This design comes from an exercise in tuning for small area, a short achievable clock period and few clock cycles on the open sky130 flow, not from production work. At most, simulation tests tie the RTL to the original design; equivalence was not proved. No activity file was given, so power comes from the tool's default toggle rates.

==> 07-08: inputs <==
==> flow/design.v <==
package median_pkg;
  localparam int IMG_W = 16;
  localparam int IMG_H = 16;
  localparam int RING = 2 * IMG_W + 3;
  typedef logic [7:0] pixel_t;
endpackage
module frame_store (
  input  logic                CLK,
  input  logic                take,
  input  logic                zero,    
  input  median_pkg::pixel_t  din,
  output median_pkg::pixel_t  tap0,    
  output median_pkg::pixel_t  tap1,    
  output median_pkg::pixel_t  tap2     
);
  localparam int W = median_pkg::IMG_W;
  median_pkg::pixel_t ring [median_pkg::RING];
  always_ff @(posedge CLK) begin
    ring[0] <= take ? din : ring[median_pkg::RING - 1];
    for (int i = 1; i < median_pkg::RING; i++) begin
      ring[i] <= ring[i - 1];
    end
    if (zero) begin
      ring[W + 1] <= '0;
    end
  end
  assign tap0 = ring[0];
  assign tap1 = ring[W];
  assign tap2 = ring[2 * W];
endmodule
module column_history (
  input  median_pkg::pixel_t t, m, b,
  input  logic               no_bot,
  output median_pkg::pixel_t lo, mid, hi
);
  logic tm, tb, mb, tb_e, mb_e;
  pix_ge u_tm (.a(t), .b(m), .y(tm));
  pix_ge u_tb (.a(t), .b(b), .y(tb));
  pix_ge u_mb (.a(m), .b(b), .y(mb));
  assign tb_e = tb || no_bot;
  assign mb_e = mb || no_bot;
  assign lo  = (tb_e && mb_e) ? b : !tm ? t : m;
  assign hi  = (tm && tb_e) ? t : mb_e ? m : b;
  assign mid = (tm != tb_e) ? t : (tm == mb_e) ? m : b;
endmodule
module pix_ge (
  input  median_pkg::pixel_t a, b,
  output logic y
);
  logic [7:0] g1, l1;
  logic [3:0] g2, l2;
  logic [1:0] g3, l3;
  assign g1 = a & ~b;
  assign l1 = ~a & b;
  for (genvar i = 0; i < 4; i++) begin : g_l2
    assign g2[i] = g1[2*i+1] | (~l1[2*i+1] & g1[2*i]);
    assign l2[i] = l1[2*i+1] | (~g1[2*i+1] & l1[2*i]);
  end
  for (genvar i = 0; i < 2; i++) begin : g_l3
    assign g3[i] = g2[2*i+1] | (~l2[2*i+1] & g2[2*i]);
    assign l3[i] = l2[2*i+1] | (~g2[2*i+1] & l2[2*i]);
  end
  assign y = !(l3[1] | (~g3[1] & l3[0]));
endmodule
module med3 (
  input  median_pkg::pixel_t a, b, c,
  output median_pkg::pixel_t y
);
  logic ab, ac, bc;
  pix_ge u_ab (.a(a), .b(b), .y(ab));
  pix_ge u_ac (.a(a), .b(c), .y(ac));
  pix_ge u_bc (.a(b), .b(c), .y(bc));
  assign y = (ab != ac) ? a : (ab == bc) ? b : c;
endmodule
module rank_sorter (
  input  logic                CLK,
  input  logic                RST,
  input  logic                ev1,        
  input  logic                no_bot,     
  input  logic                no_low,     
  input  logic                mask_new,   
  input  logic                mask_old,   
  input  median_pkg::pixel_t  tap0,
  input  median_pkg::pixel_t  tap1,
  input  median_pkg::pixel_t  tap2,
  output logic                out_valid,
  output median_pkg::pixel_t  dout
);
  median_pkg::pixel_t s_lo, s_mid, s_hi;
  median_pkg::pixel_t lo0, mid0, hi0, lo1, mid1, hi1, lo2, mid2, hi2;
  logic mn2, mo2, nl2, ev2, ev3;
  logic lo21, lo20, lo10, md21, md20, md10, hi21, hi20, hi10;
  median_pkg::pixel_t a_w, b_w, c_w, a3, b3, c3, med;
  column_history u_col (
    .t      (tap2),
    .m      (tap1),
    .b      (tap0),
    .no_bot (no_bot),
    .lo     (s_lo),
    .mid    (s_mid),
    .hi     (s_hi)
  );
  always_ff @(posedge CLK) begin
    lo0 <= s_lo;  mid0 <= s_mid; hi0 <= s_hi;
    lo1 <= lo0;   mid1 <= mid0;  hi1 <= hi0;
    lo2 <= lo1;   mid2 <= mid1;  hi2 <= hi1;
    mn2 <= mask_new;
    mo2 <= mask_old;
    nl2 <= no_low;
  end
  always_ff @(posedge CLK) begin
    lo21 <= lo10;
    md21 <= md10;
    hi21 <= hi10;
  end
  pix_ge u_lo20 (.a(lo2),  .b(lo0),  .y(lo20));
  pix_ge u_lo10 (.a(lo1),  .b(lo0),  .y(lo10));
  pix_ge u_md20 (.a(mid2), .b(mid0), .y(md20));
  pix_ge u_md10 (.a(mid1), .b(mid0), .y(md10));
  pix_ge u_hi20 (.a(hi2),  .b(hi0),  .y(hi20));
  pix_ge u_hi10 (.a(hi1),  .b(hi0),  .y(hi10));
  always_comb begin
    if (nl2) begin
      a_w = '0;
    end else if (!mo2 && lo21 && (lo20 || mn2)) begin
      a_w = lo2;
    end else if (lo10 || mn2) begin
      a_w = lo1;
    end else begin
      a_w = lo0;
    end
  end
  always_comb begin
    if (mn2) begin
      b_w = md21 ? mid1 : mid2;
    end else if (mo2) begin
      b_w = md10 ? mid0 : mid1;
    end else if (md21 != md20) begin
      b_w = mid2;
    end else if (md21 == md10) begin
      b_w = mid1;
    end else begin
      b_w = mid0;
    end
  end
  always_comb begin
    if (mn2 || mo2) begin
      c_w = '0;
    end else if (hi20 && hi10) begin
      c_w = hi0;
    end else if (!hi21) begin
      c_w = hi2;
    end else begin
      c_w = hi1;
    end
  end
  always_ff @(posedge CLK) begin
    a3 <= a_w;
    b3 <= b_w;
    c3 <= c_w;
  end
  med3 u_m (.a(a3), .b(b3), .c(c3), .y(med));
  always_ff @(posedge CLK) begin
    dout <= med;
  end
  always_ff @(posedge CLK or posedge RST) begin
    if (RST) begin
      ev2       <= 1'b0;
      ev3       <= 1'b0;
      out_valid <= 1'b0;
    end else begin
      ev2       <= ev1;
      ev3       <= ev2;
      out_valid <= ev3;
    end
  end
endmodule
module scan_control (
  input  logic  CLK,
  input  logic  RST,
  input  logic  in_en,
  output logic  busy,
  output logic  take,
  output logic  ev1,
  output logic  no_bot,
  output logic  no_low,
  output logic  mask_new,
  output logic  mask_old
);
  localparam int LAST_ROT = median_pkg::RING - 1;
  logic [7:0] idx;     
  logic [5:0] rot;     
  logic       pend;    
  logic [4:0] fpos;    
  logic [7:0] pos;
  logic       step;
  logic [5:0] rot_nxt;
  assign take = in_en && !busy;
  assign step = take || pend;
  assign pos  = pend ? {3'd0, fpos} : idx;
  assign rot_nxt = take ? rot : (rot == 6'(LAST_ROT)) ? 6'd0 : rot + 6'd1;
  always_ff @(posedge CLK or posedge RST) begin
    if (RST) begin
      idx  <= '0;
      rot  <= '0;
      busy <= 1'b0;
      pend <= 1'b0;
      fpos <= '0;
      ev1  <= 1'b0;
    end else begin
      if (take) begin
        idx <= idx + 8'd1;
      end
      rot  <= rot_nxt;
      busy <= (rot_nxt != 6'd0);
      if (take && idx == 8'd255) begin
        pend <= 1'b1;
        fpos <= '0;
      end else if (pend) begin
        fpos <= fpos + 5'd1;
        if (fpos == 5'd16) begin
          pend <= 1'b0;
        end
      end
      ev1 <= step && (pend || idx > 8'd16);
    end
  end
  always_ff @(posedge CLK) begin
    no_bot   <= step && (pos[7:4] == 4'd0);
    no_low   <= pend && (fpos != 5'd0);
    mask_new <= (pos[3:0] == 4'd0);
    mask_old <= (pos[3:0] == 4'd1);
  end
endmodule
module median_filter_top (
  input  logic   CLK,
  input  logic   RST,
  input  median_pkg::pixel_t din,
  input  logic   in_en,
  output logic   busy,
  output logic   out_valid,
  output median_pkg::pixel_t dout
);
  logic take, ev1, no_bot, no_low, mask_new, mask_old;
  median_pkg::pixel_t tap0, tap1, tap2;
  scan_control u_scan_control (
    .CLK      (CLK),
    .RST      (RST),
    .in_en    (in_en),
    .busy     (busy),
    .take     (take),
    .ev1      (ev1),
    .no_bot   (no_bot),
    .no_low   (no_low),
    .mask_new (mask_new),
    .mask_old (mask_old)
  );
  frame_store u_frame_store (
    .CLK  (CLK),
    .take (take),
    .zero (no_bot),
    .din  (din),
    .tap0 (tap0),
    .tap1 (tap1),
    .tap2 (tap2)
  );
  rank_sorter u_rank_sorter (
    .CLK       (CLK),
    .RST       (RST),
    .ev1       (ev1),
    .no_bot    (no_bot),
    .no_low    (no_low),
    .mask_new  (mask_new),
    .mask_old  (mask_old),
    .tap0      (tap0),
    .tap1      (tap1),
    .tap2      (tap2),
    .out_valid (out_valid),
    .dout      (dout)
  );
endmodule
==> flow/flow/run.sh <==
#!/bin/bash
# The standard layout (standard.sh), with two changes:
#  - the clock tree is built without dummy loads, from clkbuf_8 leaf
#    buffers over smaller sink clusters
#  - ports are buffered with a small buffer (every port still gets one)
set -euo pipefail
export CTS_ARGS="-sink_clustering_enable -repair_clock_nets -sink_clustering_size 18 -sink_clustering_max_diameter 40 -dont_use_dummy_load -root_buf sky130_fd_sc_hd__clkbuf_16 -buf_list sky130_fd_sc_hd__clkbuf_8"
export BUFFER_PORTS_ARGS="-buffer_cell sky130_fd_sc_hd__buf_2"
bash standard.sh finish > standard.log 2>&1
==> flow/standard.sh <==
#!/bin/bash
# synth_recipe.tcl (not shown) runs the flow's synth.tcl, then flattens the netlist and writes it again
# the make line also repeats each setting of config.mk as NAME=value (left out here)
make -C /OpenROAD-flow-scripts/flow DESIGN_CONFIG=/design/flow/config.mk WORK_HOME=/design/flow/orfs CLKGATE_MAP_FILE= SYNTH_SCRIPT=/design/flow/synth_recipe.tcl "${@:-finish}"
==> flow/config.mk <==
export PLATFORM = sky130hd
export DESIGN_NAME = median_filter_top
export DESIGN_NICKNAME = median_filter_top
export VERILOG_FILES = /design/flow/design.v
export SDC_FILE = /design/flow/constraint.sdc
export NUM_CORES = 4
export LEC_CHECK = 0
export CAP_MARGIN = 20
export CORE_MARGIN = 2
export CORE_UTILIZATION = 65
export PLACE_DENSITY = 0.75
export SETUP_SLACK_MARGIN = 3.65
export SLEW_MARGIN = 20
==> flow/constraint.sdc <==
create_clock -name core_clock -period 6.0 [get_ports {CLK}]
set_input_delay 1.2000 -clock core_clock [delete_from_list [all_inputs] [get_ports {CLK}]]
set_output_delay 1.2000 -clock core_clock [all_outputs]
set_load 0.01 [all_outputs]
==> inputs of 02-27, as changes to 07-08 <==
--- a/flow/design.v
+++ b/flow/design.v
@@ -30,17 +30,10 @@
 endmodule
 module column_history (
-  input  median_pkg::pixel_t t, m, b,
-  input  logic               no_bot,
+  input  median_pkg::pixel_t a, b, c,
   output median_pkg::pixel_t lo, mid, hi
 );
-  logic tm, tb, mb, tb_e, mb_e;
-  pix_ge u_tm (.a(t), .b(m), .y(tm));
-  pix_ge u_tb (.a(t), .b(b), .y(tb));
-  pix_ge u_mb (.a(m), .b(b), .y(mb));
-  assign tb_e = tb || no_bot;
-  assign mb_e = mb || no_bot;
-  assign lo  = (tb_e && mb_e) ? b : !tm ? t : m;
-  assign hi  = (tm && tb_e) ? t : mb_e ? m : b;
-  assign mid = (tm != tb_e) ? t : (tm == mb_e) ? m : b;
+  min3 u_lo  (.a(a), .b(b), .c(c), .y(lo));
+  med3 u_mid (.a(a), .b(b), .c(c), .y(mid));
+  max3 u_hi  (.a(a), .b(b), .c(c), .y(hi));
 endmodule
 module pix_ge (
@@ -63,4 +56,24 @@
   assign y = !(l3[1] | (~g3[1] & l3[0]));
 endmodule
+module max3 (
+  input  median_pkg::pixel_t a, b, c,
+  output median_pkg::pixel_t y
+);
+  logic ab, ac, bc;
+  pix_ge u_ab (.a(a), .b(b), .y(ab));
+  pix_ge u_ac (.a(a), .b(c), .y(ac));
+  pix_ge u_bc (.a(b), .b(c), .y(bc));
+  assign y = (ab && ac) ? a : (!ab && bc) ? b : c;
+endmodule
+module min3 (
+  input  median_pkg::pixel_t a, b, c,
+  output median_pkg::pixel_t y
+);
+  logic ba, ca, cb;
+  pix_ge u_ba (.a(b), .b(a), .y(ba));
+  pix_ge u_ca (.a(c), .b(a), .y(ca));
+  pix_ge u_cb (.a(c), .b(b), .y(cb));
+  assign y = (ba && ca) ? a : (!ba && cb) ? b : c;
+endmodule
 module med3 (
   input  median_pkg::pixel_t a, b, c,
@@ -77,6 +90,5 @@
   input  logic                RST,
   input  logic                ev1,        
-  input  logic                no_bot,     
-  input  logic                no_low,     
+  input  logic                mask_bot,   
   input  logic                mask_new,   
   input  logic                mask_old,   
@@ -89,15 +101,14 @@
   median_pkg::pixel_t s_lo, s_mid, s_hi;
   median_pkg::pixel_t lo0, mid0, hi0, lo1, mid1, hi1, lo2, mid2, hi2;
-  logic mn2, mo2, nl2, ev2, ev3;
-  logic lo21, lo20, lo10, md21, md20, md10, hi21, hi20, hi10;
+  logic mn2, mo2, ev2, ev3;
+  median_pkg::pixel_t l0, m0, h0, l2, m2, h2;
   median_pkg::pixel_t a_w, b_w, c_w, a3, b3, c3, med;
   column_history u_col (
-    .t      (tap2),
-    .m      (tap1),
-    .b      (tap0),
-    .no_bot (no_bot),
-    .lo     (s_lo),
-    .mid    (s_mid),
-    .hi     (s_hi)
+    .a   (tap2),
+    .b   (tap1),
+    .c   (mask_bot ? 8'd0 : tap0),
+    .lo  (s_lo),
+    .mid (s_mid),
+    .hi  (s_hi)
   );
   always_ff @(posedge CLK) begin
@@ -107,52 +118,14 @@
     mn2 <= mask_new;
     mo2 <= mask_old;
-    nl2 <= no_low;
-  end
-  always_ff @(posedge CLK) begin
-    lo21 <= lo10;
-    md21 <= md10;
-    hi21 <= hi10;
-  end
-  pix_ge u_lo20 (.a(lo2),  .b(lo0),  .y(lo20));
-  pix_ge u_lo10 (.a(lo1),  .b(lo0),  .y(lo10));
-  pix_ge u_md20 (.a(mid2), .b(mid0), .y(md20));
-  pix_ge u_md10 (.a(mid1), .b(mid0), .y(md10));
-  pix_ge u_hi20 (.a(hi2),  .b(hi0),  .y(hi20));
-  pix_ge u_hi10 (.a(hi1),  .b(hi0),  .y(hi10));
-  always_comb begin
-    if (nl2) begin
-      a_w = '0;
-    end else if (!mo2 && lo21 && (lo20 || mn2)) begin
-      a_w = lo2;
-    end else if (lo10 || mn2) begin
-      a_w = lo1;
-    end else begin
-      a_w = lo0;
-    end
-  end
-  always_comb begin
-    if (mn2) begin
-      b_w = md21 ? mid1 : mid2;
-    end else if (mo2) begin
-      b_w = md10 ? mid0 : mid1;
-    end else if (md21 != md20) begin
-      b_w = mid2;
-    end else if (md21 == md10) begin
-      b_w = mid1;
-    end else begin
-      b_w = mid0;
-    end
-  end
-  always_comb begin
-    if (mn2 || mo2) begin
-      c_w = '0;
-    end else if (hi20 && hi10) begin
-      c_w = hi0;
-    end else if (!hi21) begin
-      c_w = hi2;
-    end else begin
-      c_w = hi1;
-    end
-  end
+  end
+  assign l0 = mn2 ? 8'd0 : lo0;
+  assign m0 = mn2 ? 8'd0 : mid0;
+  assign h0 = mn2 ? 8'd0 : hi0;
+  assign l2 = mo2 ? 8'd0 : lo2;
+  assign m2 = mo2 ? 8'd0 : mid2;
+  assign h2 = mo2 ? 8'd0 : hi2;
+  max3 u_a (.a(l2), .b(lo1),  .c(l0), .y(a_w));
+  med3 u_b (.a(m2), .b(mid1), .c(m0), .y(b_w));
+  min3 u_c (.a(h2), .b(hi1),  .c(h0), .y(c_w));
   always_ff @(posedge CLK) begin
     a3 <= a_w;
@@ -183,6 +156,5 @@
   output logic  take,
   output logic  ev1,
-  output logic  no_bot,
-  output logic  no_low,
+  output logic  mask_bot,
   output logic  mask_new,
   output logic  mask_old
@@ -227,6 +199,5 @@
   end
   always_ff @(posedge CLK) begin
-    no_bot   <= step && (pos[7:4] == 4'd0);
-    no_low   <= pend && (fpos != 5'd0);
+    mask_bot <= step && (pos[7:4] == 4'd0);
     mask_new <= (pos[3:0] == 4'd0);
     mask_old <= (pos[3:0] == 4'd1);
@@ -242,5 +213,5 @@
   output median_pkg::pixel_t dout
 );
-  logic take, ev1, no_bot, no_low, mask_new, mask_old;
+  logic take, ev1, mask_bot, mask_new, mask_old;
   median_pkg::pixel_t tap0, tap1, tap2;
   scan_control u_scan_control (
@@ -251,6 +222,5 @@
     .take     (take),
     .ev1      (ev1),
-    .no_bot   (no_bot),
-    .no_low   (no_low),
+    .mask_bot (mask_bot),
     .mask_new (mask_new),
     .mask_old (mask_old)
@@ -259,5 +229,5 @@
     .CLK  (CLK),
     .take (take),
-    .zero (no_bot),
+    .zero (mask_bot),
     .din  (din),
     .tap0 (tap0),
@@ -269,6 +239,5 @@
     .RST       (RST),
     .ev1       (ev1),
-    .no_bot    (no_bot),
-    .no_low    (no_low),
+    .mask_bot  (mask_bot),
     .mask_new  (mask_new),
     .mask_old  (mask_old),
==> flow/run.sh (new file) <==
#!/bin/bash
# synth_recipe.tcl (not shown) runs the flow's synth.tcl, then flattens the netlist and writes it again
# the make line also repeats each setting of config.mk as NAME=value (left out here)
make -C /OpenROAD-flow-scripts/flow DESIGN_CONFIG=/design/flow/config.mk WORK_HOME=/design/flow/orfs CLKGATE_MAP_FILE= SYNTH_SCRIPT=/design/flow/synth_recipe.tcl finish
Settings changed: ABC_CLOCK_PERIOD_IN_PS from default to 2500, CORE_UTILIZATION 65 to 40, PLACE_DENSITY 0.75 to default, SETUP_SLACK_MARGIN 3.65 to 3.8.
removed: flow/flow/run.sh
removed: flow/standard.sh
==> inputs of 07-02, as changes to 07-08 <==
==> flow/flow/run.sh (replaced) <==
#!/bin/bash
# The standard layout (standard.sh), with two changes:
#  - the clock tree is built without dummy loads
#  - ports are buffered with a small buffer (every port still gets one)
set -euo pipefail
export CTS_ARGS="-sink_clustering_enable -repair_clock_nets -sink_clustering_size 25 -sink_clustering_max_diameter 50 -dont_use_dummy_load"
export BUFFER_PORTS_ARGS="-buffer_cell sky130_fd_sc_hd__buf_2"
bash standard.sh finish > standard.log 2>&1
Settings changed: CORE_UTILIZATION 65 to 75, PLACE_DENSITY 0.75 to 0.85, SETUP_SLACK_MARGIN 3.65 to 3.55.
==> inputs of 08-15, as changes to 07-08 <==
==> flow/run.sh (new file) <==
#!/bin/bash
# synth_recipe.tcl (not shown) runs the flow's synth.tcl, then flattens the netlist and writes it again
# the make line also repeats each setting of config.mk as NAME=value (left out here)
make -C /OpenROAD-flow-scripts/flow DESIGN_CONFIG=/design/flow/config.mk WORK_HOME=/design/flow/orfs CLKGATE_MAP_FILE= SYNTH_SCRIPT=/design/flow/synth_recipe.tcl finish
Settings changed: CORE_UTILIZATION 65 to 55, CTS_CLUSTER_DIAMETER from default to 50, CTS_CLUSTER_SIZE from default to 25, PLACE_DENSITY 0.75 to 0.65, SETUP_SLACK_MARGIN 3.65 to 3.0.
removed: flow/flow/run.sh
removed: flow/standard.sh
==> notes.md <==
The repair_antennas step left the layout with diodes totalling 0. The flip-flop and latch share of the layout cell area is 49.5%. The worst path in the final design needs a cycle of 2.34 ns, including I/O delays and setup. The floorplan core area is 32500 um^2. After the last flow step, the layout net total stands at ~1300. The internal portion of the total power is 7110 uW. The standard cell area after detailed placement came out at approximately 14000 um^2. The fraction of the mapped netlist area in compound gates is 16.0%. The die outline area is 34600 um^2. The run finished with no timing, DRC or antenna violations.
# the run above: 02-27

==> notes.md <==
The flip-flop and latch share of the layout cell area came out at 60.8%. The standard cell area after detailed placement is 12900 um^2. The total internal power is 5440 uW. The clock period minus worst slack is between 2 and 3 ns. The count of inserted antenna diode cells is 0. The run finished with no timing, DRC or antenna violations.

The worst slew margin relative to its limit is 40.3%. The number of nets in the final layout came out at 1092. The die outline area is 23700 um^2. The floorplan core area came out at between 20000 and 25000 um^2.
# the run above: 08-15

==> notes.md <==
The smallest clock period supported by the final layout is computed as 2.40 ns. The die covers 20200 um^2. The run finished with no timing, DRC or antenna violations. The fraction of the mapped netlist area in compound gates came out at 10.2%.

The number of remaining DRC errors is 0. The biggest fanout along the worst timing path is 8. The CTS clock-pin slew for the worst setup and hold paths came out at approximately 0.10 ns. The flip-flop and latch share of the layout cell area is 60.8%. The die outline height is 142 um.

The total internal power came out at 5560 uW. The number of antenna diodes in the final layout is 0. Once detailed placement completed, the half-perimeter wirelength came to approximately 14000 um. After floorplanning, the core was sized to cover 18700 um^2. The number of nets in the final layout is 1141.
# the run above: 07-08

==> notes.md <==
The flow ran to the end and the layout has no timing, DRC or antenna violations. The number of well-tap cells placed is ~220. Once the clock tree was built, the setup fixing pass inserted 21 buffers. The layout overhead on the synthesized area is 13.3%. The floorplan core area came out at 16000 um^2. After the last flow step, the layout net total stands at 1119. Clock latency on the worst-skew pair, taken at its later pin, is around 0.57 ns. The clock period could shrink to 2.55 ns.

The wire length per cell after detailed routing is 23.7 um. The count of inverters not on the clock network in the layout is 75. The number of nets in the synthesized netlist is 1056.

The die outline area came out at 17500 um^2. The count of inserted antenna diode cells is 1. Traced cell by cell, the critical path runs through o221ai_1, o221ai_1, maj3_2, o21ai_4, xor2_4, buf_4, mux2i_2, o21ai_2. After detailed placement, the total cell area comes to 12700 um^2. The total internal power came out at 5530 uW. The largest register by flop count is u_frame_store.ring.
# the run above: 07-02

Testbench counts of 07-08, summed over its fixed seeds: cycles 8,360.
Testbench counts of 07-02, summed over its fixed seeds: cycles 8,360.
Testbench counts of 08-15, summed over its fixed seeds: cycles 8,360.
Function not checked in 02-27: the RTL went through the layout flow alone.

[static timing again, ports no longer ideal]
How much do the figures lean on ideal ports? The routed layouts below were timed once more, with nothing changed but the port constraints.
Step 1 assumes that a clkbuf_16 drives the clock port and a buf_2 every other input.
Step 2, shift: input delay + t, output delay - t, t = (earliest + latest rising clock arrival at the registers) / 2. This alone moves slack from input paths to output paths.
a / b / c = no drivers / after step 1 / after step 2; a / b = the first two.
run	t (ns)	setup slack, ns	pins driven straight from the clock port
07-08	0.520	3.595 / 3.595 / 3.402	1
02-27	0.578	3.663 / 3.663 / 3.386	1
07-02	0.587	3.453 / 3.453 / 3.119	1
08-15	0.607	3.219 / 3.219 / 3.032	1
After both steps every run listed still meets setup and hold. For 07-02, which loses most, drivers alone change the setup slack by 0.000 ns; drivers and shift together by -0.334 ns.
